What follows belongs to an exercise in optimizing a design on an open flow for small area; a production flow would make more cautious choices.
In this exercise RTL edits were held to simulation tests only and were not proved equivalent to the original.
Power is estimated from default activity; no workload was simulated.

===== design/flow/flow/run.sh =====
#!/bin/bash
# Standard layout, with the smallest port buffers and a clock tree of
# small buffers in clusters of up to 8 flip-flops, without dummy loads.
set -e
export BUFFER_PORTS_ARGS="-buffer_cell sky130_fd_sc_hd__buf_1"
export CTS_ARGS="-sink_clustering_enable -repair_clock_nets -dont_use_dummy_load -buf_list sky130_fd_sc_hd__clkbuf_4 -sink_clustering_size 8 -sink_clustering_max_diameter 100"
bash standard.sh > standard.log 2>&1

===== design/flow/config.mk =====
export PLATFORM = sky130hd
export DESIGN_NAME = sudoku_game
export DESIGN_NICKNAME = sudoku_game
export VERILOG_FILES = /design/flow/design.v
export SDC_FILE = /design/flow/constraint.sdc
export NUM_CORES = 4
export LEC_CHECK = 0
export CAP_MARGIN = 0
export CORE_MARGIN = 2
export CORE_UTILIZATION = 55
export GPL_TIMING_DRIVEN = 1
export SLEW_MARGIN = 0
export SYNTH_HIERARCHICAL = 1
export SYNTH_MINIMUM_KEEP_SIZE = 0

===== design/flow/constraint.sdc =====
create_clock -name core_clock -period 10.0 [get_ports {CLOCK_50}]
set_input_delay 2.0000 -clock core_clock [delete_from_list [all_inputs] [get_ports {CLOCK_50}]]
set_output_delay 2.0000 -clock core_clock [all_outputs]
set_load 0.01 [all_outputs]

===== design/flow/standard.sh =====
#!/bin/bash
# synth_recipe.tcl (not shown) runs the flow's synth.tcl, then flattens the netlist and writes it again
# the make line also repeats each setting of config.mk as NAME=value (left out here)
make -C /OpenROAD-flow-scripts/flow DESIGN_CONFIG=/design/flow/config.mk WORK_HOME=/design/flow/orfs CLKGATE_MAP_FILE= SYNTH_SCRIPT=/design/flow/synth_recipe.tcl "${@:-finish}"

===== design/flow/design.v =====
localparam int GRID_N = 9;
localparam int DIGIT_W = 4;
localparam int POS_W = 4;
localparam logic [POS_W-1:0] CURSOR_HOME = 4'd4;
localparam logic [GRID_N*GRID_N*DIGIT_W-1:0] PUZZLE = {
	36'h900020401,
	36'h005090020,
	36'h040100097,
	36'h500001000,
	36'h000000002,
	36'h400570309,
	36'h053002180,
	36'h000000000,
	36'h002800003
};
localparam logic [GRID_N*GRID_N*DIGIT_W-1:0] SOLUTION = {
	36'h987625431,
	36'h315497628,
	36'h246138597,
	36'h539281746,
	36'h671349852,
	36'h428576319,
	36'h753962184,
	36'h894713265,
	36'h162854973
};
localparam int K_UP = 8;
localparam int K_DOWN = 7;
localparam int K_LEFT = 6;
localparam int K_RIGHT = 5;
localparam int K_ERASE = 4;
function automatic logic [3:0] puzzle_at(input int r, input int c);
	puzzle_at = PUZZLE[(GRID_N*GRID_N-1-(r*GRID_N+c))*DIGIT_W +: DIGIT_W];
endfunction
function automatic logic [3:0] answer_at(input int r, input int c);
	answer_at = SOLUTION[(GRID_N*GRID_N-1-(r*GRID_N+c))*DIGIT_W +: DIGIT_W];
endfunction
`timescale 1ns/1ps
module cursor_control (
	input logic CLOCK_50,
	input logic resetn,
	input logic [8:0] keys_i,
	input logic solved_i,
	output logic wr_o,               
	output logic [3:0] dig_o,
	output logic [8:0] lrow_hit_o,   
	output logic [8:0] lcol_hit_o,
	output logic [6:0] hex_row_o,
	output logic [6:0] hex_col_o
);
	logic [2:0] act;
	key_control key_control_i (
		.CLOCK_50 (CLOCK_50),
		.resetn (resetn),
		.keys_i (keys_i),
		.solved_i (solved_i),
		.act_o (act),
		.wr_o (wr_o),
		.dig_o (dig_o)
	);
	cursor_axis row_axis_i (
		.CLOCK_50 (CLOCK_50),
		.resetn (resetn),
		.move_i (act[2] && !act[1] && !solved_i),
		.up_i (act[0]),
		.late_hit_o (lrow_hit_o),
		.hex_o (hex_row_o)
	);
	cursor_axis col_axis_i (
		.CLOCK_50 (CLOCK_50),
		.resetn (resetn),
		.move_i (act[2] && act[1] && !solved_i),
		.up_i (act[0]),
		.late_hit_o (lcol_hit_o),
		.hex_o (hex_col_o)
	);
endmodule
module key_control (
	input logic CLOCK_50,
	input logic resetn,
	input logic [8:0] keys_i,
	input logic solved_i,
	output logic [2:0] act_o,
	output logic wr_o,
	output logic [3:0] dig_o
);
localparam int GRID_N = 9;
localparam int DIGIT_W = 4;
localparam int POS_W = 4;
localparam logic [POS_W-1:0] CURSOR_HOME = 4'd4;
localparam logic [GRID_N*GRID_N*DIGIT_W-1:0] PUZZLE = {
	36'h900020401,
	36'h005090020,
	36'h040100097,
	36'h500001000,
	36'h000000002,
	36'h400570309,
	36'h053002180,
	36'h000000000,
	36'h002800003
};
localparam logic [GRID_N*GRID_N*DIGIT_W-1:0] SOLUTION = {
	36'h987625431,
	36'h315497628,
	36'h246138597,
	36'h539281746,
	36'h671349852,
	36'h428576319,
	36'h753962184,
	36'h894713265,
	36'h162854973
};
localparam int K_UP = 8;
localparam int K_DOWN = 7;
localparam int K_LEFT = 6;
localparam int K_RIGHT = 5;
localparam int K_ERASE = 4;
function automatic logic [3:0] puzzle_at(input int r, input int c);
	puzzle_at = PUZZLE[(GRID_N*GRID_N-1-(r*GRID_N+c))*DIGIT_W +: DIGIT_W];
endfunction
function automatic logic [3:0] answer_at(input int r, input int c);
	answer_at = SOLUTION[(GRID_N*GRID_N-1-(r*GRID_N+c))*DIGIT_W +: DIGIT_W];
endfunction
	localparam logic [2:0] ACT_NONE = 3'b000;
	localparam logic [2:0] ACT_DIGIT = 3'b001;
	localparam logic [2:0] ACT_ERASE = 3'b010;
	localparam logic [2:0] ACT_WRITE = 3'b011;   
	localparam logic [2:0] ACT_UP = 3'b100;
	localparam logic [2:0] ACT_DOWN = 3'b101;
	localparam logic [2:0] ACT_LEFT = 3'b110;
	localparam logic [2:0] ACT_RIGHT = 3'b111;
	logic knz_q;
	logic press;
	logic [2:0] kind_d;
	logic [2:0] k1_q;
	logic [2:0] act_q;
	logic [3:0] kdig_q;
	assign press = (keys_i != '0) && !knz_q;
	always_comb begin
		if (!press)
			kind_d = ACT_NONE;
		else if (keys_i[3:0] != '0)
			kind_d = ACT_DIGIT;
		else if (keys_i[K_ERASE])
			kind_d = ACT_ERASE;
		else if (keys_i[K_UP])
			kind_d = ACT_UP;
		else if (keys_i[K_DOWN])
			kind_d = ACT_DOWN;
		else if (keys_i[K_LEFT])
			kind_d = ACT_LEFT;
		else
			kind_d = ACT_RIGHT;
	end
	always_ff @(posedge CLOCK_50 or negedge resetn) begin
		if (!resetn) begin
			knz_q <= 1'b0;
			k1_q <= ACT_NONE;
			act_q <= ACT_NONE;
		end else begin
			knz_q <= (keys_i != '0);
			k1_q <= kind_d;
			if (!act_q[2] && (act_q[1] ^ act_q[0]) && !solved_i)
				act_q <= ACT_WRITE;
			else
				act_q <= k1_q;
		end
	end
	always_ff @(posedge CLOCK_50) begin
		kdig_q <= keys_i[3:0];
		if (k1_q != ACT_NONE)
			dig_o <= kdig_q;
	end
	assign act_o = act_q;
	assign wr_o = (act_q == ACT_WRITE);
endmodule
module cursor_axis (
	input logic CLOCK_50,
	input logic resetn,
	input logic move_i,
	input logic up_i,
	output logic [8:0] late_hit_o,
	output logic [6:0] hex_o
);
localparam int GRID_N = 9;
localparam int DIGIT_W = 4;
localparam int POS_W = 4;
localparam logic [POS_W-1:0] CURSOR_HOME = 4'd4;
localparam logic [GRID_N*GRID_N*DIGIT_W-1:0] PUZZLE = {
	36'h900020401,
	36'h005090020,
	36'h040100097,
	36'h500001000,
	36'h000000002,
	36'h400570309,
	36'h053002180,
	36'h000000000,
	36'h002800003
};
localparam logic [GRID_N*GRID_N*DIGIT_W-1:0] SOLUTION = {
	36'h987625431,
	36'h315497628,
	36'h246138597,
	36'h539281746,
	36'h671349852,
	36'h428576319,
	36'h753962184,
	36'h894713265,
	36'h162854973
};
localparam int K_UP = 8;
localparam int K_DOWN = 7;
localparam int K_LEFT = 6;
localparam int K_RIGHT = 5;
localparam int K_ERASE = 4;
function automatic logic [3:0] puzzle_at(input int r, input int c);
	puzzle_at = PUZZLE[(GRID_N*GRID_N-1-(r*GRID_N+c))*DIGIT_W +: DIGIT_W];
endfunction
function automatic logic [3:0] answer_at(input int r, input int c);
	answer_at = SOLUTION[(GRID_N*GRID_N-1-(r*GRID_N+c))*DIGIT_W +: DIGIT_W];
endfunction
	function automatic logic [6:0] seg7(input logic [3:0] v);
		logic b0, b1, b2;
		b0 = v[0];
		b1 = v[1];
		b2 = v[2];
		seg7[0] = (~b2 & ~b1 & b0) | (b2 & ~b1 & ~b0);
		seg7[1] = b2 & (b1 ^ b0);
		seg7[2] = ~b2 & b1 & ~b0;
		seg7[3] = (~b2 & ~b1 & b0) | (b2 & ~b1 & ~b0) | (b2 & b1 & b0);
		seg7[4] = b0 | (b2 & ~b1);
		seg7[5] = (~b2 & (b1 | b0)) | (b2 & b1 & b0);
		seg7[6] = (~v[3] & ~b2 & ~b1 & ~b0) | (~b2 & ~b1 & b0) | (b2 & b1 & b0);
	endfunction
	logic [3:0] pos_q, late_q;
	logic [3:0] p, np, d;
	logic up_n, mv_up, mv_dn, p3_n, nz, en_up, en_dn, en_dn_n, en;
	logic t1, t2, p10, p10_n, p210;
	assign p = pos_q;
	sg_inv u_np0 (p[0], np[0]);
	sg_inv u_np3 (p[3], p3_n);
	sg_inv u_upn (up_i, up_n);
	sg_and2 u_mvu (move_i, up_i, mv_up);
	sg_and2 u_mvd (move_i, up_n, mv_dn);
	sg_or4 u_nz (p[0], p[1], p[2], p[3], nz);
	sg_and2 u_enu (mv_up, p3_n, en_up);
	sg_and2 u_end (mv_dn, nz, en_dn);
	sg_inv u_endn (en_dn, en_dn_n);
	sg_or2 u_en (en_up, en_dn, en);
	sg_xor2 u_d0 (p[0], en, d[0]);
	sg_a22o u_t1 (en_up, p[0], en_dn, np[0], t1);
	sg_xor2 u_d1 (p[1], t1, d[1]);
	sg_and2 u_p10 (p[1], p[0], p10);
	sg_nor2 u_p10n (p[1], p[0], p10_n);
	sg_a22o u_t2 (en_up, p10, en_dn, p10_n, t2);
	sg_xor2 u_d2 (p[2], t2, d[2]);
	sg_and2 u_p210 (p[2], p10, p210);
	sg_a22o u_d3 (en_up, p210, p[3], en_dn_n, d[3]);
	always_ff @(posedge CLOCK_50 or negedge resetn) begin
		if (!resetn)
			pos_q <= CURSOR_HOME;
		else
			pos_q <= d;
	end
	always_ff @(posedge CLOCK_50) begin
		late_q <= pos_q;
	end
	assign hex_o = seg7(pos_q);
	always_comb begin
		late_hit_o[0] = (late_q == 4'd0);
		for (int i = 1; i < 8; i++)
			late_hit_o[i] = (late_q[2:0] == 3'(i));
		late_hit_o[8] = late_q[3];
	end
endmodule
module sg_and2 (
	input logic a,
	input logic b,
	output logic y
);
	assign y = a & b;
endmodule
module sg_or2 (
	input logic a,
	input logic b,
	output logic y
);
	assign y = a | b;
endmodule
module sg_or4 (
	input logic a,
	input logic b,
	input logic c,
	input logic d,
	output logic y
);
	assign y = a | b | c | d;
endmodule
module sg_xor2 (
	input logic a,
	input logic b,
	output logic y
);
	assign y = a ^ b;
endmodule
module sg_a22o (
	input logic a1,
	input logic a2,
	input logic b1,
	input logic b2,
	output logic y
);
	assign y = (a1 & a2) | (b1 & b2);
endmodule
`timescale 1ns/1ps
module sudoku_row #(
	parameter int ROW_INDEX = 0
) (
	input logic CLOCK_50,
	input logic wrow_n_i,           
	input logic [8:0] wcol_n_i,     
	input logic [3:0] wdata_i,
	input logic [8:0] col_hit_i,    
	output logic [3:0] pick_o,      
	output logic given_o            
);
localparam int GRID_N = 9;
localparam int DIGIT_W = 4;
localparam int POS_W = 4;
localparam logic [POS_W-1:0] CURSOR_HOME = 4'd4;
localparam logic [GRID_N*GRID_N*DIGIT_W-1:0] PUZZLE = {
	36'h900020401,
	36'h005090020,
	36'h040100097,
	36'h500001000,
	36'h000000002,
	36'h400570309,
	36'h053002180,
	36'h000000000,
	36'h002800003
};
localparam logic [GRID_N*GRID_N*DIGIT_W-1:0] SOLUTION = {
	36'h987625431,
	36'h315497628,
	36'h246138597,
	36'h539281746,
	36'h671349852,
	36'h428576319,
	36'h753962184,
	36'h894713265,
	36'h162854973
};
localparam int K_UP = 8;
localparam int K_DOWN = 7;
localparam int K_LEFT = 6;
localparam int K_RIGHT = 5;
localparam int K_ERASE = 4;
function automatic logic [3:0] puzzle_at(input int r, input int c);
	puzzle_at = PUZZLE[(GRID_N*GRID_N-1-(r*GRID_N+c))*DIGIT_W +: DIGIT_W];
endfunction
function automatic logic [3:0] answer_at(input int r, input int c);
	answer_at = SOLUTION[(GRID_N*GRID_N-1-(r*GRID_N+c))*DIGIT_W +: DIGIT_W];
endfunction
	logic [GRID_N-1:0][3:0] cells;
	logic [GRID_N-1:0] given_col;
	for (genvar c = 0; c < GRID_N; c++) begin : g_c
		if (puzzle_at(ROW_INDEX, c) != 4'd0) begin : g_given
			assign cells[c] = puzzle_at(ROW_INDEX, c);
			assign given_col[c] = 1'b1;
		end else begin : g_open
			logic [3:0] q;
			always_ff @(posedge CLOCK_50) begin
				if (!(wrow_n_i | wcol_n_i[c]))
					q <= wdata_i;
			end
			assign cells[c] = q;
			assign given_col[c] = 1'b0;
		end
	end
	assign given_o = |(given_col & col_hit_i);
	if (ROW_INDEX == 0) begin : g_pick   
		logic g0_0;
		sg_aoi222 u_g0_0 (cells[1][0], col_hit_i[1], cells[2][0], col_hit_i[2], cells[3][0], col_hit_i[3], g0_0);
		logic g0_1;
		sg_nand2 u_g0_1 (cells[5][0], col_hit_i[5], g0_1);
		logic g0_2;
		sg_nand2 u_g0_2 (cells[7][0], col_hit_i[7], g0_2);
		logic g0_3;
		sg_nor2 u_g0_3 (col_hit_i[0], col_hit_i[8], g0_3);
		sg_nand4 u_p0 (g0_0, g0_1, g0_2, g0_3, pick_o[0]);
		logic g1_0;
		sg_aoi222 u_g1_0 (cells[1][1], col_hit_i[1], cells[2][1], col_hit_i[2], col_hit_i[4], col_hit_i[4], g1_0);
		logic g1_1;
		sg_aoi222 u_g1_1 (cells[3][1], col_hit_i[3], cells[5][1], col_hit_i[5], cells[7][1], col_hit_i[7], g1_1);
		sg_nand2 u_p1 (g1_0, g1_1, pick_o[1]);
		logic g2_0;
		sg_aoi222 u_g2_0 (cells[1][2], col_hit_i[1], cells[2][2], col_hit_i[2], col_hit_i[6], col_hit_i[6], g2_0);
		logic g2_1;
		sg_aoi222 u_g2_1 (cells[3][2], col_hit_i[3], cells[5][2], col_hit_i[5], cells[7][2], col_hit_i[7], g2_1);
		sg_nand2 u_p2 (g2_0, g2_1, pick_o[2]);
		logic g3_0;
		sg_aoi222 u_g3_0 (cells[1][3], col_hit_i[1], cells[2][3], col_hit_i[2], col_hit_i[0], col_hit_i[0], g3_0);
		logic g3_1;
		sg_aoi222 u_g3_1 (cells[3][3], col_hit_i[3], cells[5][3], col_hit_i[5], cells[7][3], col_hit_i[7], g3_1);
		sg_nand2 u_p3 (g3_0, g3_1, pick_o[3]);
	end else if (ROW_INDEX == 1) begin : g_pick   
		logic g0_0;
		sg_aoi222 u_g0_0 (cells[0][0], col_hit_i[0], cells[1][0], col_hit_i[1], cells[3][0], col_hit_i[3], g0_0);
		logic g0_1;
		sg_aoi222 u_g0_1 (cells[5][0], col_hit_i[5], cells[6][0], col_hit_i[6], cells[8][0], col_hit_i[8], g0_1);
		logic g0_2;
		sg_nor2 u_g0_2 (col_hit_i[2], col_hit_i[4], g0_2);
		sg_nand3 u_p0 (g0_0, g0_1, g0_2, pick_o[0]);
		logic g1_0;
		sg_aoi222 u_g1_0 (cells[0][1], col_hit_i[0], cells[1][1], col_hit_i[1], col_hit_i[7], col_hit_i[7], g1_0);
		logic g1_1;
		sg_aoi222 u_g1_1 (cells[3][1], col_hit_i[3], cells[5][1], col_hit_i[5], cells[6][1], col_hit_i[6], g1_1);
		logic g1_2;
		sg_nand2 u_g1_2 (cells[8][1], col_hit_i[8], g1_2);
		sg_nand3 u_p1 (g1_0, g1_1, g1_2, pick_o[1]);
		logic g2_0;
		sg_aoi222 u_g2_0 (cells[0][2], col_hit_i[0], cells[1][2], col_hit_i[1], col_hit_i[2], col_hit_i[2], g2_0);
		logic g2_1;
		sg_aoi222 u_g2_1 (cells[3][2], col_hit_i[3], cells[5][2], col_hit_i[5], cells[6][2], col_hit_i[6], g2_1);
		logic g2_2;
		sg_nand2 u_g2_2 (cells[8][2], col_hit_i[8], g2_2);
		sg_nand3 u_p2 (g2_0, g2_1, g2_2, pick_o[2]);
		logic g3_0;
		sg_aoi222 u_g3_0 (cells[0][3], col_hit_i[0], cells[1][3], col_hit_i[1], col_hit_i[4], col_hit_i[4], g3_0);
		logic g3_1;
		sg_aoi222 u_g3_1 (cells[3][3], col_hit_i[3], cells[5][3], col_hit_i[5], cells[6][3], col_hit_i[6], g3_1);
		logic g3_2;
		sg_nand2 u_g3_2 (cells[8][3], col_hit_i[8], g3_2);
		sg_nand3 u_p3 (g3_0, g3_1, g3_2, pick_o[3]);
	end else if (ROW_INDEX == 2) begin : g_pick   
		logic g0_0;
		sg_aoi222 u_g0_0 (cells[0][0], col_hit_i[0], cells[2][0], col_hit_i[2], col_hit_i[3], col_hit_i[3], g0_0);
		logic g0_1;
		sg_aoi222 u_g0_1 (cells[4][0], col_hit_i[4], cells[5][0], col_hit_i[5], cells[6][0], col_hit_i[6], g0_1);
		logic g0_2;
		sg_nor2 u_g0_2 (col_hit_i[7], col_hit_i[8], g0_2);
		sg_nand3 u_p0 (g0_0, g0_1, g0_2, pick_o[0]);
		logic g1_0;
		sg_aoi222 u_g1_0 (cells[0][1], col_hit_i[0], cells[2][1], col_hit_i[2], col_hit_i[8], col_hit_i[8], g1_0);
		logic g1_1;
		sg_aoi222 u_g1_1 (cells[4][1], col_hit_i[4], cells[5][1], col_hit_i[5], cells[6][1], col_hit_i[6], g1_1);
		sg_nand2 u_p1 (g1_0, g1_1, pick_o[1]);
		logic g2_0;
		sg_aoi222 u_g2_0 (cells[0][2], col_hit_i[0], cells[2][2], col_hit_i[2], cells[4][2], col_hit_i[4], g2_0);
		logic g2_1;
		sg_nand2 u_g2_1 (cells[5][2], col_hit_i[5], g2_1);
		logic g2_2;
		sg_nand2 u_g2_2 (cells[6][2], col_hit_i[6], g2_2);
		logic g2_3;
		sg_nor2 u_g2_3 (col_hit_i[1], col_hit_i[8], g2_3);
		sg_nand4 u_p2 (g2_0, g2_1, g2_2, g2_3, pick_o[2]);
		logic g3_0;
		sg_aoi222 u_g3_0 (cells[0][3], col_hit_i[0], cells[2][3], col_hit_i[2], col_hit_i[7], col_hit_i[7], g3_0);
		logic g3_1;
		sg_aoi222 u_g3_1 (cells[4][3], col_hit_i[4], cells[5][3], col_hit_i[5], cells[6][3], col_hit_i[6], g3_1);
		sg_nand2 u_p3 (g3_0, g3_1, pick_o[3]);
	end else if (ROW_INDEX == 3) begin : g_pick   
		logic g0_0;
		sg_aoi222 u_g0_0 (cells[1][0], col_hit_i[1], cells[2][0], col_hit_i[2], cells[3][0], col_hit_i[3], g0_0);
		logic g0_1;
		sg_aoi222 u_g0_1 (cells[4][0], col_hit_i[4], cells[6][0], col_hit_i[6], cells[7][0], col_hit_i[7], g0_1);
		logic g0_2;
		sg_nand2 u_g0_2 (cells[8][0], col_hit_i[8], g0_2);
		logic g0_3;
		sg_nor2 u_g0_3 (col_hit_i[0], col_hit_i[5], g0_3);
		sg_nand4 u_p0 (g0_0, g0_1, g0_2, g0_3, pick_o[0]);
		logic g1_0;
		sg_aoi222 u_g1_0 (cells[1][1], col_hit_i[1], cells[2][1], col_hit_i[2], cells[3][1], col_hit_i[3], g1_0);
		logic g1_1;
		sg_aoi222 u_g1_1 (cells[4][1], col_hit_i[4], cells[6][1], col_hit_i[6], cells[7][1], col_hit_i[7], g1_1);
		logic g1_2;
		sg_nand2 u_g1_2 (cells[8][1], col_hit_i[8], g1_2);
		sg_nand3 u_p1 (g1_0, g1_1, g1_2, pick_o[1]);
		logic g2_0;
		sg_aoi222 u_g2_0 (cells[1][2], col_hit_i[1], cells[2][2], col_hit_i[2], col_hit_i[0], col_hit_i[0], g2_0);
		logic g2_1;
		sg_aoi222 u_g2_1 (cells[3][2], col_hit_i[3], cells[4][2], col_hit_i[4], cells[6][2], col_hit_i[6], g2_1);
		logic g2_2;
		sg_nand2 u_g2_2 (cells[7][2], col_hit_i[7], g2_2);
		logic g2_3;
		sg_nand2 u_g2_3 (cells[8][2], col_hit_i[8], g2_3);
		sg_nand4 u_p2 (g2_0, g2_1, g2_2, g2_3, pick_o[2]);
		logic g3_0;
		sg_aoi222 u_g3_0 (cells[1][3], col_hit_i[1], cells[2][3], col_hit_i[2], cells[3][3], col_hit_i[3], g3_0);
		logic g3_1;
		sg_aoi222 u_g3_1 (cells[4][3], col_hit_i[4], cells[6][3], col_hit_i[6], cells[7][3], col_hit_i[7], g3_1);
		logic g3_2;
		sg_nand2 u_g3_2 (cells[8][3], col_hit_i[8], g3_2);
		sg_nand3 u_p3 (g3_0, g3_1, g3_2, pick_o[3]);
	end else if (ROW_INDEX == 4) begin : g_pick   
		logic g0_0;
		sg_aoi222 u_g0_0 (cells[0][0], col_hit_i[0], cells[1][0], col_hit_i[1], cells[2][0], col_hit_i[2], g0_0);
		logic g0_1;
		sg_aoi222 u_g0_1 (cells[3][0], col_hit_i[3], cells[4][0], col_hit_i[4], cells[5][0], col_hit_i[5], g0_1);
		logic g0_2;
		sg_nand2 u_g0_2 (cells[6][0], col_hit_i[6], g0_2);
		logic g0_3;
		sg_nand2 u_g0_3 (cells[7][0], col_hit_i[7], g0_3);
		sg_nand4 u_p0 (g0_0, g0_1, g0_2, g0_3, pick_o[0]);
		logic g1_0;
		sg_aoi222 u_g1_0 (cells[0][1], col_hit_i[0], cells[1][1], col_hit_i[1], col_hit_i[8], col_hit_i[8], g1_0);
		logic g1_1;
		sg_aoi222 u_g1_1 (cells[2][1], col_hit_i[2], cells[3][1], col_hit_i[3], cells[4][1], col_hit_i[4], g1_1);
		logic g1_2;
		sg_aoi222 u_g1_2 (cells[5][1], col_hit_i[5], cells[6][1], col_hit_i[6], cells[7][1], col_hit_i[7], g1_2);
		sg_nand3 u_p1 (g1_0, g1_1, g1_2, pick_o[1]);
		logic g2_0;
		sg_aoi222 u_g2_0 (cells[0][2], col_hit_i[0], cells[1][2], col_hit_i[1], cells[2][2], col_hit_i[2], g2_0);
		logic g2_1;
		sg_aoi222 u_g2_1 (cells[3][2], col_hit_i[3], cells[4][2], col_hit_i[4], cells[5][2], col_hit_i[5], g2_1);
		logic g2_2;
		sg_nand2 u_g2_2 (cells[6][2], col_hit_i[6], g2_2);
		logic g2_3;
		sg_nand2 u_g2_3 (cells[7][2], col_hit_i[7], g2_3);
		sg_nand4 u_p2 (g2_0, g2_1, g2_2, g2_3, pick_o[2]);
		logic g3_0;
		sg_aoi222 u_g3_0 (cells[0][3], col_hit_i[0], cells[1][3], col_hit_i[1], cells[2][3], col_hit_i[2], g3_0);
		logic g3_1;
		sg_aoi222 u_g3_1 (cells[3][3], col_hit_i[3], cells[4][3], col_hit_i[4], cells[5][3], col_hit_i[5], g3_1);
		logic g3_2;
		sg_nand2 u_g3_2 (cells[6][3], col_hit_i[6], g3_2);
		logic g3_3;
		sg_nand2 u_g3_3 (cells[7][3], col_hit_i[7], g3_3);
		sg_nand4 u_p3 (g3_0, g3_1, g3_2, g3_3, pick_o[3]);
	end else if (ROW_INDEX == 5) begin : g_pick   
		logic g0_0;
		sg_aoi222 u_g0_0 (cells[1][0], col_hit_i[1], cells[2][0], col_hit_i[2], cells[5][0], col_hit_i[5], g0_0);
		logic g0_1;
		sg_nand2 u_g0_1 (cells[7][0], col_hit_i[7], g0_1);
		logic g0_2;
		sg_nor2 u_g0_2 (col_hit_i[3], col_hit_i[4], g0_2);
		logic g0_3;
		sg_nor2 u_g0_3 (col_hit_i[6], col_hit_i[8], g0_3);
		sg_nand4 u_p0 (g0_0, g0_1, g0_2, g0_3, pick_o[0]);
		logic g1_0;
		sg_aoi222 u_g1_0 (cells[1][1], col_hit_i[1], cells[2][1], col_hit_i[2], cells[5][1], col_hit_i[5], g1_0);
		logic g1_1;
		sg_nand2 u_g1_1 (cells[7][1], col_hit_i[7], g1_1);
		logic g1_2;
		sg_nor2 u_g1_2 (col_hit_i[4], col_hit_i[6], g1_2);
		sg_nand3 u_p1 (g1_0, g1_1, g1_2, pick_o[1]);
		logic g2_0;
		sg_aoi222 u_g2_0 (cells[1][2], col_hit_i[1], cells[2][2], col_hit_i[2], col_hit_i[0], col_hit_i[0], g2_0);
		logic g2_1;
		sg_nand2 u_g2_1 (cells[5][2], col_hit_i[5], g2_1);
		logic g2_2;
		sg_nand2 u_g2_2 (cells[7][2], col_hit_i[7], g2_2);
		logic g2_3;
		sg_nor2 u_g2_3 (col_hit_i[3], col_hit_i[4], g2_3);
		sg_nand4 u_p2 (g2_0, g2_1, g2_2, g2_3, pick_o[2]);
		logic g3_0;
		sg_aoi222 u_g3_0 (cells[1][3], col_hit_i[1], cells[2][3], col_hit_i[2], col_hit_i[8], col_hit_i[8], g3_0);
		logic g3_1;
		sg_nand2 u_g3_1 (cells[5][3], col_hit_i[5], g3_1);
		logic g3_2;
		sg_nand2 u_g3_2 (cells[7][3], col_hit_i[7], g3_2);
		sg_nand3 u_p3 (g3_0, g3_1, g3_2, pick_o[3]);
	end else if (ROW_INDEX == 6) begin : g_pick   
		logic g0_0;
		sg_aoi222 u_g0_0 (cells[0][0], col_hit_i[0], cells[3][0], col_hit_i[3], col_hit_i[1], col_hit_i[1], g0_0);
		logic g0_1;
		sg_nand2 u_g0_1 (cells[4][0], col_hit_i[4], g0_1);
		logic g0_2;
		sg_nand2 u_g0_2 (cells[8][0], col_hit_i[8], g0_2);
		logic g0_3;
		sg_nor2 u_g0_3 (col_hit_i[2], col_hit_i[6], g0_3);
		sg_nand4 u_p0 (g0_0, g0_1, g0_2, g0_3, pick_o[0]);
		logic g1_0;
		sg_aoi222 u_g1_0 (cells[0][1], col_hit_i[0], cells[3][1], col_hit_i[3], cells[4][1], col_hit_i[4], g1_0);
		logic g1_1;
		sg_nand2 u_g1_1 (cells[8][1], col_hit_i[8], g1_1);
		logic g1_2;
		sg_nor2 u_g1_2 (col_hit_i[2], col_hit_i[5], g1_2);
		sg_nand3 u_p1 (g1_0, g1_1, g1_2, pick_o[1]);
		logic g2_0;
		sg_aoi222 u_g2_0 (cells[0][2], col_hit_i[0], cells[3][2], col_hit_i[3], col_hit_i[1], col_hit_i[1], g2_0);
		logic g2_1;
		sg_nand2 u_g2_1 (cells[4][2], col_hit_i[4], g2_1);
		logic g2_2;
		sg_nand2 u_g2_2 (cells[8][2], col_hit_i[8], g2_2);
		sg_nand3 u_p2 (g2_0, g2_1, g2_2, pick_o[2]);
		logic g3_0;
		sg_aoi222 u_g3_0 (cells[0][3], col_hit_i[0], cells[3][3], col_hit_i[3], col_hit_i[7], col_hit_i[7], g3_0);
		logic g3_1;
		sg_nand2 u_g3_1 (cells[4][3], col_hit_i[4], g3_1);
		logic g3_2;
		sg_nand2 u_g3_2 (cells[8][3], col_hit_i[8], g3_2);
		sg_nand3 u_p3 (g3_0, g3_1, g3_2, pick_o[3]);
	end else if (ROW_INDEX == 7) begin : g_pick   
		logic g0_0;
		sg_aoi222 u_g0_0 (cells[0][0], col_hit_i[0], cells[1][0], col_hit_i[1], cells[2][0], col_hit_i[2], g0_0);
		logic g0_1;
		sg_aoi222 u_g0_1 (cells[3][0], col_hit_i[3], cells[4][0], col_hit_i[4], cells[5][0], col_hit_i[5], g0_1);
		logic g0_2;
		sg_aoi222 u_g0_2 (cells[6][0], col_hit_i[6], cells[7][0], col_hit_i[7], cells[8][0], col_hit_i[8], g0_2);
		sg_nand3 u_p0 (g0_0, g0_1, g0_2, pick_o[0]);
		logic g1_0;
		sg_aoi222 u_g1_0 (cells[0][1], col_hit_i[0], cells[1][1], col_hit_i[1], cells[2][1], col_hit_i[2], g1_0);
		logic g1_1;
		sg_aoi222 u_g1_1 (cells[3][1], col_hit_i[3], cells[4][1], col_hit_i[4], cells[5][1], col_hit_i[5], g1_1);
		logic g1_2;
		sg_aoi222 u_g1_2 (cells[6][1], col_hit_i[6], cells[7][1], col_hit_i[7], cells[8][1], col_hit_i[8], g1_2);
		sg_nand3 u_p1 (g1_0, g1_1, g1_2, pick_o[1]);
		logic g2_0;
		sg_aoi222 u_g2_0 (cells[0][2], col_hit_i[0], cells[1][2], col_hit_i[1], cells[2][2], col_hit_i[2], g2_0);
		logic g2_1;
		sg_aoi222 u_g2_1 (cells[3][2], col_hit_i[3], cells[4][2], col_hit_i[4], cells[5][2], col_hit_i[5], g2_1);
		logic g2_2;
		sg_aoi222 u_g2_2 (cells[6][2], col_hit_i[6], cells[7][2], col_hit_i[7], cells[8][2], col_hit_i[8], g2_2);
		sg_nand3 u_p2 (g2_0, g2_1, g2_2, pick_o[2]);
		logic g3_0;
		sg_aoi222 u_g3_0 (cells[0][3], col_hit_i[0], cells[1][3], col_hit_i[1], cells[2][3], col_hit_i[2], g3_0);
		logic g3_1;
		sg_aoi222 u_g3_1 (cells[3][3], col_hit_i[3], cells[4][3], col_hit_i[4], cells[5][3], col_hit_i[5], g3_1);
		logic g3_2;
		sg_aoi222 u_g3_2 (cells[6][3], col_hit_i[6], cells[7][3], col_hit_i[7], cells[8][3], col_hit_i[8], g3_2);
		sg_nand3 u_p3 (g3_0, g3_1, g3_2, pick_o[3]);
	end else if (ROW_INDEX == 8) begin : g_pick   
		logic g0_0;
		sg_aoi222 u_g0_0 (cells[0][0], col_hit_i[0], cells[1][0], col_hit_i[1], col_hit_i[8], col_hit_i[8], g0_0);
		logic g0_1;
		sg_aoi222 u_g0_1 (cells[4][0], col_hit_i[4], cells[5][0], col_hit_i[5], cells[6][0], col_hit_i[6], g0_1);
		logic g0_2;
		sg_nand2 u_g0_2 (cells[7][0], col_hit_i[7], g0_2);
		sg_nand3 u_p0 (g0_0, g0_1, g0_2, pick_o[0]);
		logic g1_0;
		sg_aoi222 u_g1_0 (cells[0][1], col_hit_i[0], cells[1][1], col_hit_i[1], cells[4][1], col_hit_i[4], g1_0);
		logic g1_1;
		sg_aoi222 u_g1_1 (cells[5][1], col_hit_i[5], cells[6][1], col_hit_i[6], cells[7][1], col_hit_i[7], g1_1);
		logic g1_2;
		sg_nor2 u_g1_2 (col_hit_i[2], col_hit_i[8], g1_2);
		sg_nand3 u_p1 (g1_0, g1_1, g1_2, pick_o[1]);
		logic g2_0;
		sg_aoi222 u_g2_0 (cells[0][2], col_hit_i[0], cells[1][2], col_hit_i[1], cells[4][2], col_hit_i[4], g2_0);
		logic g2_1;
		sg_aoi222 u_g2_1 (cells[5][2], col_hit_i[5], cells[6][2], col_hit_i[6], cells[7][2], col_hit_i[7], g2_1);
		sg_nand2 u_p2 (g2_0, g2_1, pick_o[2]);
		logic g3_0;
		sg_aoi222 u_g3_0 (cells[0][3], col_hit_i[0], cells[1][3], col_hit_i[1], col_hit_i[3], col_hit_i[3], g3_0);
		logic g3_1;
		sg_aoi222 u_g3_1 (cells[4][3], col_hit_i[4], cells[5][3], col_hit_i[5], cells[6][3], col_hit_i[6], g3_1);
		logic g3_2;
		sg_nand2 u_g3_2 (cells[7][3], col_hit_i[7], g3_2);
		sg_nand3 u_p3 (g3_0, g3_1, g3_2, pick_o[3]);
	end
endmodule
module sg_aoi222 (
	input logic a1,
	input logic a2,
	input logic b1,
	input logic b2,
	input logic c1,
	input logic c2,
	output logic y
);
	assign y = ~((a1 & a2) | (b1 & b2) | (c1 & c2));
endmodule
module sg_nand2 (
	input logic a,
	input logic b,
	output logic y
);
	assign y = ~(a & b);
endmodule
module sg_nand3 (
	input logic a,
	input logic b,
	input logic c,
	output logic y
);
	assign y = ~(a & b & c);
endmodule
module sg_nand4 (
	input logic a,
	input logic b,
	input logic c,
	input logic d,
	output logic y
);
	assign y = ~(a & b & c & d);
endmodule
module sg_and3 (
	input logic a,
	input logic b,
	input logic c,
	output logic y
);
	assign y = a & b & c;
endmodule
module sg_or3 (
	input logic a,
	input logic b,
	input logic c,
	output logic y
);
	assign y = a | b | c;
endmodule
module sg_nor2 (
	input logic a,
	input logic b,
	output logic y
);
	assign y = ~(a | b);
endmodule
module sg_inv (
	input logic a,
	output logic y
);
	assign y = ~a;
endmodule
module answer_rom (
	input logic [8:0] row_hit_i,
	input logic [8:0] col_hit_i,
	output logic [3:0] ans_o
);
	logic a0_0;
	sg_nor2 u_a0_0 (col_hit_i[1], col_hit_i[3], a0_0);
	logic a1_0;
	sg_or3 u_a1_0 (col_hit_i[0], col_hit_i[1], col_hit_i[5], a1_0);
	logic a2_0;
	sg_or2 u_a2_0 (col_hit_i[4], col_hit_i[6], a2_0);
	logic a3_0;
	sg_or3 u_a3_0 (col_hit_i[1], col_hit_i[2], col_hit_i[6], a3_0);
	logic a4_0;
	logic a4_0_o;
	sg_or3 u_a4_0_o (col_hit_i[0], col_hit_i[4], col_hit_i[6], a4_0_o);
	sg_inv u_a4_0 (a4_0_o, a4_0);
	logic a5_0;
	assign a5_0 = col_hit_i[7];
	logic a6_0;
	sg_nor2 u_a6_0 (col_hit_i[4], col_hit_i[8], a6_0);
	logic a7_0;
	logic a7_0_o;
	sg_or4 u_a7_0_o (col_hit_i[0], col_hit_i[2], col_hit_i[6], col_hit_i[7], a7_0_o);
	sg_inv u_a7_0 (a7_0_o, a7_0);
	logic a8_0;
	sg_nor2 u_a8_0 (col_hit_i[1], col_hit_i[5], a8_0);
	logic g0_0;
	sg_aoi222 u_g0_0 (a0_0, row_hit_i[0], a1_0, row_hit_i[1], a2_0, row_hit_i[2], g0_0);
	logic g0_1;
	sg_aoi222 u_g0_1 (a3_0, row_hit_i[3], a4_0, row_hit_i[4], a5_0, row_hit_i[5], g0_1);
	logic g0_2;
	sg_aoi222 u_g0_2 (a6_0, row_hit_i[6], a7_0, row_hit_i[7], a8_0, row_hit_i[8], g0_2);
	sg_nand3 u_ans0 (g0_0, g0_1, g0_2, ans_o[0]);
	logic a0_1;
	sg_nor2 u_a0_1 (col_hit_i[1], col_hit_i[5], a0_1);
	logic a1_1;
	sg_or3 u_a1_1 (col_hit_i[0], col_hit_i[5], col_hit_i[6], a1_1);
	logic a2_1;
	sg_nor2 u_a2_1 (col_hit_i[5], col_hit_i[6], a2_1);
	logic a3_1;
	sg_or4 u_a3_1 (col_hit_i[1], col_hit_i[3], col_hit_i[6], col_hit_i[8], a3_1);
	logic a4_1;
	sg_or3 u_a4_1 (col_hit_i[0], col_hit_i[1], col_hit_i[3], a4_1);
	logic a5_1;
	sg_nor2 u_a5_1 (col_hit_i[2], col_hit_i[7], a5_1);
	logic a6_1;
	sg_nor2 u_a6_1 (col_hit_i[3], col_hit_i[8], a6_1);
	logic a7_1;
	sg_or4 u_a7_1 (col_hit_i[3], col_hit_i[5], col_hit_i[6], col_hit_i[7], a7_1);
	logic a8_1;
	sg_or2 u_a8_1 (col_hit_i[1], col_hit_i[7], a8_1);
	logic g1_0;
	sg_aoi222 u_g1_0 (a0_1, row_hit_i[0], a1_1, row_hit_i[1], a2_1, row_hit_i[2], g1_0);
	logic g1_1;
	sg_aoi222 u_g1_1 (a3_1, row_hit_i[3], a4_1, row_hit_i[4], a5_1, row_hit_i[5], g1_1);
	logic g1_2;
	sg_aoi222 u_g1_2 (a6_1, row_hit_i[6], a7_1, row_hit_i[7], a8_1, row_hit_i[8], g1_2);
	sg_nand3 u_ans1 (g1_0, g1_1, g1_2, ans_o[1]);
	logic a0_2;
	sg_nor2 u_a0_2 (col_hit_i[1], col_hit_i[7], a0_2);
	logic a1_2;
	sg_or3 u_a1_2 (col_hit_i[3], col_hit_i[5], col_hit_i[6], a1_2);
	logic a2_2;
	sg_or2 u_a2_2 (col_hit_i[2], col_hit_i[6], a2_2);
	logic a3_2;
	sg_or3 u_a3_2 (col_hit_i[6], col_hit_i[7], col_hit_i[8], a3_2);
	logic a4_2;
	sg_or4 u_a4_2 (col_hit_i[0], col_hit_i[1], col_hit_i[4], col_hit_i[7], a4_2);
	logic a5_2;
	assign a5_2 = col_hit_i[5];
	logic a6_2;
	sg_inv u_a6_2 (col_hit_i[3], a6_2);
	logic a7_2;
	sg_or4 u_a7_2 (col_hit_i[2], col_hit_i[3], col_hit_i[7], col_hit_i[8], a7_2);
	logic a8_2;
	sg_nor2 u_a8_2 (col_hit_i[0], col_hit_i[6], a8_2);
	logic g2_0;
	sg_aoi222 u_g2_0 (a0_2, row_hit_i[0], a1_2, row_hit_i[1], a2_2, row_hit_i[2], g2_0);
	logic g2_1;
	sg_aoi222 u_g2_1 (a3_2, row_hit_i[3], a4_2, row_hit_i[4], a5_2, row_hit_i[5], g2_1);
	logic g2_2;
	sg_aoi222 u_g2_2 (a6_2, row_hit_i[6], a7_2, row_hit_i[7], a8_2, row_hit_i[8], g2_2);
	sg_nand3 u_ans2 (g2_0, g2_1, g2_2, ans_o[2]);
	logic a0_3;
	assign a0_3 = col_hit_i[1];
	logic a1_3;
	assign a1_3 = col_hit_i[8];
	logic a2_3;
	assign a2_3 = col_hit_i[5];
	logic a3_3;
	sg_or2 u_a3_3 (col_hit_i[2], col_hit_i[4], a3_3);
	logic a4_3;
	sg_or2 u_a4_3 (col_hit_i[5], col_hit_i[6], a4_3);
	logic a5_3;
	assign a5_3 = col_hit_i[2];
	logic a6_3;
	assign a6_3 = col_hit_i[3];
	logic a7_3;
	sg_or2 u_a7_3 (col_hit_i[0], col_hit_i[1], a7_3);
	logic a8_3;
	assign a8_3 = col_hit_i[6];
	logic g3_0;
	sg_aoi222 u_g3_0 (a0_3, row_hit_i[0], a1_3, row_hit_i[1], a2_3, row_hit_i[2], g3_0);
	logic g3_1;
	sg_aoi222 u_g3_1 (a3_3, row_hit_i[3], a4_3, row_hit_i[4], a5_3, row_hit_i[5], g3_1);
	logic g3_2;
	sg_aoi222 u_g3_2 (a6_3, row_hit_i[6], a7_3, row_hit_i[7], a8_3, row_hit_i[8], g3_2);
	sg_nand3 u_ans3 (g3_0, g3_1, g3_2, ans_o[3]);
endmodule
`timescale 1ns/1ps
module board_status (
	input logic CLOCK_50,
	input logic resetn,
	input logic fresh_i,
	input logic [8:0][3:0] row_pick_i,
	input logic [8:0] row_given_i,
	input logic [8:0] row_hit_i,
	input logic [8:0] col_hit_i,
	input logic wr_i,
	input logic [3:0] dig_i,
	output logic [3:0] sel_raw_o,
	output logic solved_o,
	output logic [3:0] cell_digit_o,
	output logic cell_wrong_o
);
localparam int GRID_N = 9;
localparam int DIGIT_W = 4;
localparam int POS_W = 4;
localparam logic [POS_W-1:0] CURSOR_HOME = 4'd4;
localparam logic [GRID_N*GRID_N*DIGIT_W-1:0] PUZZLE = {
	36'h900020401,
	36'h005090020,
	36'h040100097,
	36'h500001000,
	36'h000000002,
	36'h400570309,
	36'h053002180,
	36'h000000000,
	36'h002800003
};
localparam logic [GRID_N*GRID_N*DIGIT_W-1:0] SOLUTION = {
	36'h987625431,
	36'h315497628,
	36'h246138597,
	36'h539281746,
	36'h671349852,
	36'h428576319,
	36'h753962184,
	36'h894713265,
	36'h162854973
};
localparam int K_UP = 8;
localparam int K_DOWN = 7;
localparam int K_LEFT = 6;
localparam int K_RIGHT = 5;
localparam int K_ERASE = 4;
function automatic logic [3:0] puzzle_at(input int r, input int c);
	puzzle_at = PUZZLE[(GRID_N*GRID_N-1-(r*GRID_N+c))*DIGIT_W +: DIGIT_W];
endfunction
function automatic logic [3:0] answer_at(input int r, input int c);
	answer_at = SOLUTION[(GRID_N*GRID_N-1-(r*GRID_N+c))*DIGIT_W +: DIGIT_W];
endfunction
	logic [3:0] sel, ans;
	logic open_cell;
	answer_rom answer_rom_i (
		.row_hit_i (row_hit_i),
		.col_hit_i (col_hit_i),
		.ans_o (ans)
	);
	for (genvar b = 0; b < 5; b++) begin : g_sel
		logic [8:0] v;
		logic [2:0] g;
		logic y;
		for (genvar r = 0; r < GRID_N; r++) begin : g_v
			if (b < 4) begin : g_digit
				assign v[r] = row_pick_i[r][b];
			end else begin : g_open
				assign v[r] = row_given_i[r];
			end
		end
		for (genvar i = 0; i < 3; i++) begin : g_aoi
			sg_aoi222 u_aoi (v[3*i], row_hit_i[3*i], v[3*i+1], row_hit_i[3*i+1],
				v[3*i+2], row_hit_i[3*i+2], g[i]);
		end
		if (b < 4) begin : g_digit_out
			sg_nand3 u_nand (g[0], g[1], g[2], y);
			assign sel_raw_o[b] = y;
		end else begin : g_open_out
			sg_and3 u_and (g[0], g[1], g[2], y);
			assign open_cell = y;
		end
	end
	assign sel = fresh_i ? 4'd0 : sel_raw_o;
	logic fix, unfix, none_wrong;
	assign fix = wr_i && (dig_i != 4'd0) && (sel_raw_o == 4'd0) && (dig_i == ans);
	assign unfix = wr_i && (dig_i == 4'd0) && open_cell && (sel_raw_o == ans);
	wrong_count wrong_count_i (
		.CLOCK_50 (CLOCK_50),
		.resetn (resetn),
		.fix_i (fix),
		.unfix_i (unfix),
		.none_o (none_wrong)
	);
	always_ff @(posedge CLOCK_50 or negedge resetn) begin
		if (!resetn) begin
			cell_digit_o <= '0;
			cell_wrong_o <= 1'b0;
			solved_o <= 1'b0;
		end else begin
			cell_digit_o <= sel;
			cell_wrong_o <= open_cell && (sel != 4'd0) && (sel != ans);
			if (none_wrong)
				solved_o <= 1'b1;
		end
	end
endmodule
module wrong_count (
	input logic CLOCK_50,
	input logic resetn,
	input logic fix_i,
	input logic unfix_i,
	output logic none_o
);
	localparam logic [5:0] WRONG_START = 6'b001100;
	localparam logic [5:0] WRONG_NONE = 6'b100000;
	logic [5:0] wrong_n, fwd, bwd, d_n, d;
	logic hold, x_fwd, x_bwd;
	sg_xor2 u_xf (wrong_n[5], wrong_n[4], x_fwd);
	sg_xor2 u_xb (wrong_n[0], wrong_n[5], x_bwd);
	assign fwd = {wrong_n[4:0], x_fwd};
	assign bwd = {x_bwd, wrong_n[5:1]};
	sg_nor2 u_hold (fix_i, unfix_i, hold);
	for (genvar i = 0; i < 6; i++) begin : g_d
		sg_aoi222 u_aoi (fix_i, fwd[i], unfix_i, bwd[i], hold, wrong_n[i], d_n[i]);
		sg_inv u_inv (d_n[i], d[i]);
	end
	always_ff @(posedge CLOCK_50 or negedge resetn) begin
		if (!resetn)
			wrong_n <= WRONG_START;
		else
			wrong_n <= d;
	end
	assign none_o = (wrong_n == WRONG_NONE);
endmodule
`timescale 1ns/1ps
module sudoku_game (
	input logic CLOCK_50,
	input logic resetn,
	input logic [8:0] keys_i,
	output logic [6:0] hex_row_o,
	output logic [6:0] hex_col_o,
	output logic [3:0] cell_digit_o,
	output logic cell_wrong_o,
	output logic solved_o
);
	logic wr;
	logic [3:0] dig;
	logic [8:0] lrow_hit, lcol_hit;
	logic [8:0][3:0] row_pick;
	logic [8:0] row_given;
	logic [3:0] sel_raw;
	cursor_control cursor_control_i (
		.CLOCK_50 (CLOCK_50),
		.resetn (resetn),
		.keys_i (keys_i),
		.solved_i (solved_o),
		.wr_o (wr),
		.dig_o (dig),
		.lrow_hit_o (lrow_hit),
		.lcol_hit_o (lcol_hit),
		.hex_row_o (hex_row_o),
		.hex_col_o (hex_col_o)
	);
	logic fresh_q;
	always_ff @(posedge CLOCK_50 or negedge resetn) begin
		if (!resetn)
			fresh_q <= 1'b1;
		else
			fresh_q <= 1'b0;
	end
	logic wr_en;
	logic [8:0] wrow_n, wcol_n;
	logic [3:0] wdata;
	assign wr_en = wr && (dig == 4'd0 || sel_raw == 4'd0);
	assign wrow_n = ~({9{fresh_q}} | ({9{wr_en}} & lrow_hit));
	assign wcol_n = ~({9{fresh_q}} | lcol_hit);
	assign wdata = fresh_q ? 4'd0 : dig;
	for (genvar r = 0; r < 9; r++) begin : g_row
		sudoku_row #(
			.ROW_INDEX (r)
		) row_i (
			.CLOCK_50 (CLOCK_50),
			.wrow_n_i (wrow_n[r]),
			.wcol_n_i (wcol_n),
			.wdata_i (wdata),
			.col_hit_i (lcol_hit),
			.pick_o (row_pick[r]),
			.given_o (row_given[r])
		);
	end
	board_status board_status_i (
		.CLOCK_50 (CLOCK_50),
		.resetn (resetn),
		.fresh_i (fresh_q),
		.row_pick_i (row_pick),
		.row_given_i (row_given),
		.wr_i (wr),
		.dig_i (dig),
		.row_hit_i (lrow_hit),
		.col_hit_i (lcol_hit),
		.sel_raw_o (sel_raw),
		.solved_o (solved_o),
		.cell_digit_o (cell_digit_o),
		.cell_wrong_o (cell_wrong_o)
	);
endmodule

==> impl_metrics.py <==
metrics = {
    "finish": {
        "design.final.nets": 815,
        "leading_cell_type_in_the_layout_fill_and_taps_excluded": "sky130_fd_sc_hd__edfxtp_1",
        "nFillCells": 1513,
        "layout.area.seq_um2": 7550,
        "most-common-layout-cells": "sky130_fd_sc_hd__edfxtp_1 (220), sky130_fd_sc_hd__a222oi_1 (100), sky130_fd_sc_hd__nor2_1 (93)",
        "multiInputGateArea_um2": 2880,
        "post_route_cells_drive_above_1_share": 0.100,
        "area.growth.synth_to_final_pct": 7.17,
        "layout.cells.non_filler": 1034,
    },
    "clock_tree": {
        "clock_sinks": 260,
        "clock-root-buffer": "sky130_fd_sc_hd__clkbuf_4",
        "post_cts_sizing": 0,
        "cts.reportedPaths.clkPinSlew_ns": 0.12,
        "cts_htree_levels": 2,
        "cts_made_buffers": 38,
        "cts_tree": "yes",
        "cts_setup_buffers": 0,
        "cts_max_path_buffers": 3,
        "worst_skew_pair.late_latency_ns": 0.64,
        "cts_hold_repair.buffers": 0,
    },
    "sta": {
        "fmax_mhz": 223,
        "setup-violations-final": 0,
        "fraction_of_the_cycle_the_final_worst_path_needs": 0.449,
        "timing_hold_violations_final": 0,
        "fin_skew_ns": 0.0756,
        "final_max_slew_viol_count": 0,
        "finalCriticalPeriod_ns": 4.49,
        "fin_setup_tns_ns": 0,
        "rsz0062_at_grt": "false",
        "timing.max_slew.rel_slack": 0.232,
        "layout_setup_ws_ns": 5.51,
        "tightest_slew_ns": 1.15,
    },
    "detailed_routing": {
        "detail-route-antenna-nets": 0,
        "detail_route.drc_violations": 0,
        "detailroute.via_count": 6921,
        "mean_routed_wirelength_per_cell_um": 25.4,
        "totalWireLength_um": 26300,
        "vias_per_cell": 6.69,
        "detailedRoute.firstPassIterationCount": 12,
        "initialDrtViolationCount": 986,
    },
    "yosys": {
        "number_of_flops_mapped_to_enable_cells_by_yosys": 220,
        "synth_sequential_area_ratio": 0.714,
        "synth_cell_types": 43,
        "async_flop_share": 0.108,
        "synth_nets": 742,
        "synth_flop_cell": "sky130_fd_sc_hd__edfxtp_1",
        "synth_seq_cells": 260,
        "synth.cell_area_um2": 10600,
        "syn_inst": 728,
        "yosys_warnings": 20,
        "synthesis.area_per_instance_um2": 14.5,
    },
    "critical_path": {
        "reg2reg_to": "g_row[7].row_i.g_c[4].g_open.q[3]$_DFFE_PN_",
        "reg2reg_from": "cursor_control_i.col_axis_i.late_q[3]$_DFF_P_",
        "critical_path.startpoint_type": "register",
        "r2r_setup_slack_ns": 5.51,
        "worstPathArrival_ns": 4.77,
        "worst_setup_path_end_kind": "register",
        "cp_data_required_time_ns": 10.28,
        "type_of_the_worst_setup_path": "reg2reg",
        "timing.reg2reg.worst_path_depth": 11,
        "crit_path_max_fanout": 44,
    },
    "pwr": {
        "finalPower_w": 0.00183,
        "power.leakage_nw": 4.03,
        "irDropWorstVdd_uv": 101,
        "pwr_density_cell_nw_per_um2": 161,
    },
    "global_routing": {
        "grt_remaining_overflow": 0,
        "first_global_vias": 6980,
        "antenna_found_initial": 1,
        "global_routing_usage_on_met1": 0.382,
        "global_route_wire_length_before_repair_um": 40600,
        "gr-usage-all-layers": 0.266,
        "grt_start_max_net_pins": 55,
        "grt.busiest_layer": "met2",
        "met3_usage": 0.0449,
        "global_route.usage.met2": 0.426,
    },
    "run_status": {
        "run_status": "timing/DRC/antenna clean",
    },
    "die": {
        "core_area_um2": 18800,
        "std_cell_rows": 50,
        "initial_utilization": 0.564,
        "die_w_um": 143,
        "num_io_pins": 31,
        "die_area_um2": 20400,
        "die-height_um": 143,
    },
    "place": {
        "gp_congestion": 0.841,
        "numPlacedInstances": 995,
        "place_ws_ns": 5.58,
        "placement.io_buffers": 30,
        "detailedPlacementHpwl_um": 15300,
    },
    "worst_hold_path": {
        "hold_path_depth": 0,
        "min-delay-path-class": "reg2reg",
        "hold-path-endpoint": "cursor_control_i.key_control_i.dig_o[0]$_DFFE_PP_",
        "hold_path_startpoint": "cursor_control_i.key_control_i.kdig_q[0]$_DFF_P_",
    },
    "run": {
        "max_cap_viol_count": 0,
    },
}
## where the power goes
part           leakage, nW  switching [W]  internal (W)
sequential            2.54      0.0000207       0.00122
clock                0.175       0.000328      0.000176
combinational         1.31      0.0000567     0.0000237
## per-layer routing
metal	vias up	part of all wire
met5	-	0
met3	35	0.085
met2	337	0.47
met1	3442	0.43
li1	3107	-
met4	0	0.017
## worst max-delay path by stage
stage / slack [ns] / cells after the start / to / start
2_1_floorplan: 4.55 / 11 / board_status_i.wrong_count_i.wrong_n[0]$_DFF_PN0_ / cursor_control_i.col_axis_i.late_q[0]$_DFF_P_
3_3_place_gp: 5.71 / 11 / g_row[7].row_i.g_c[5].g_open.q[0]$_DFFE_PN_ / cursor_control_i.col_axis_i.late_q[3]$_DFF_P_
3_5_place_dp: 5.58 / 11 / g_row[7].row_i.g_c[4].g_open.q[0]$_DFFE_PN_ / cursor_control_i.col_axis_i.late_q[3]$_DFF_P_
4_1_cts: 5.56 / 11 / g_row[7].row_i.g_c[4].g_open.q[3]$_DFFE_PN_ / cursor_control_i.col_axis_i.late_q[3]$_DFF_P_
5_1_grt: 5.25 / 11 / g_row[3].row_i.g_c[6].g_open.q[3]$_DFFE_PN_ / cursor_control_i.col_axis_i.late_q[3]$_DFF_P_
6_report: 5.51 / 11 / g_row[7].row_i.g_c[4].g_open.q[3]$_DFFE_PN_ / cursor_control_i.col_axis_i.late_q[3]$_DFF_P_
## per-module statistics from Yosys, one instance, submodules excluded, a selection
module	cells	area [µm²]	copies in the design	flops+latches
sg_nand2	1	3.75	39	0
cursor_axis	34	355	2	8
sg_and2	1	6.26	12	0
cursor_control	2	21.3	1	0
board_status	33	358	1	6
sg_inv	1	3.75	17	0
sg_aoi222	1	10.0	100	0
## synthesized netlist by cell type, drive strengths merged, types with 6 or more instances
library cell / number / area share
buf: 13 / 0.011
dfrtp: 23 / 0.054
nor2: 94 / 0.033
or4: 10 / 0.0074
dfxtp: 12 / 0.023
nor3: 7 / 0.0038
and3b: 6 / 0.0050
nand4: 10 / 0.0059
nor2b: 10 / 0.0059
inv: 22 / 0.0078
a21oi: 11 / 0.0052
nand2: 47 / 0.017
xor2: 14 / 0.012
a22o: 6 / 0.0050
or3: 15 / 0.0089
or2: 13 / 0.0077
nor3b: 8 / 0.0061
edfxtp: 220 / 0.62
and2: 14 / 0.0085
nor4: 6 / 0.0047
a222oi: 100 / 0.095
nand3: 31 / 0.015
## metrics by stage
stage | util | cell area (µm²) | hold WS, ns
after floorplan | - | 10600 | 0.386
after global placement | 0.589 | 11100 | 0.391
after detailed placement | 0.589 | 11100 | 0.389
after CTS | 0.604 | 11300 | 0.395
after global routing | 0.604 | 11300 | 0.392
final | 0.604 | 11300 | 0.377
## critical path: stages, from the launching register on
cell and delay [ns]:
sky130_fd_sc_hd__dfxtp_1 0.33, sky130_fd_sc_hd__buf_4 0.41, sky130_fd_sc_hd__nor4_2 0.09, sky130_fd_sc_hd__buf_4 0.29, sky130_fd_sc_hd__a222oi_1 0.52, sky130_fd_sc_hd__nand3_1 0.15
sky130_fd_sc_hd__a222oi_1 0.49, sky130_fd_sc_hd__nand3_1 0.28, sky130_fd_sc_hd__nor4_1 0.36, sky130_fd_sc_hd__o21a_1 0.48, sky130_fd_sc_hd__a21oi_1 0.36, sky130_fd_sc_hd__nor2_1 0.38
## flip-flops by register name, summed over array words and instances, names as in the netlist
register	count
g_row.row_i.g_c.g_open.q	216
board_status_i.wrong_count_i.wrong_n	6
board_status_i.cell_digit_o	4
cursor_control_i.col_axis_i.late_q	4
cursor_control_i.col_axis_i.pos_q	4
cursor_control_i.key_control_i.dig_o	4
cursor_control_i.key_control_i.kdig_q	4
cursor_control_i.row_axis_i.late_q	4
cursor_control_i.row_axis_i.pos_q	4
cursor_control_i.key_control_i.act_q	3
cursor_control_i.key_control_i.k1_q	3
board_status_i.cell_wrong_o	1
board_status_i.solved_o	1
cursor_control_i.key_control_i.knz_q	1
fresh_q	1
## cell families after synthesis
group,synth area share
compound gates,0.109
buf+inv,0.0195
other cells,0.000710
simple gates,0.135
flops,0.714
fa+ha+maj,0.00355
xor+xnor,0.0157
mux,0.00189
## area by class of cell
cell class / count / share of cell area
Multi-Input combinational cell: 431 / 0.254
Timing Repair Buffer: 48 / 0.0218
Tap cell: 234 / 0.0258
Sequential cell: 260 / 0.666
Antenna cell: 1 / 0.000221
Inverter: 22 / 0.00728
Clock buffer: 38 / 0.0252

[re-timing with driven ports]
No port has a modelled driver above. Below, the same layout with a new extraction and two added sets of constraints. Step 1: set_driving_cell puts a clkbuf_16 on CLOCK_50 and a buf_2 on each other input, an assumption about the parent block. Step 2 moves the port delays by t, midway between the first and last clock arrival at a register: inputs arrive t later, outputs are due t later. That takes back most of the time a late clock gives input paths. Three values: ideal ports, drivers, drivers and shift; two values: the first two.
t, ns: 0.649
slack for setup (ns): 5.514 / 5.514 / 5.514
worst setup path at the end: register to register
After both steps this run still meets setup and hold. The setup slack of this run moves by 0.000 ns with the drivers and by 0.000 ns with both steps.
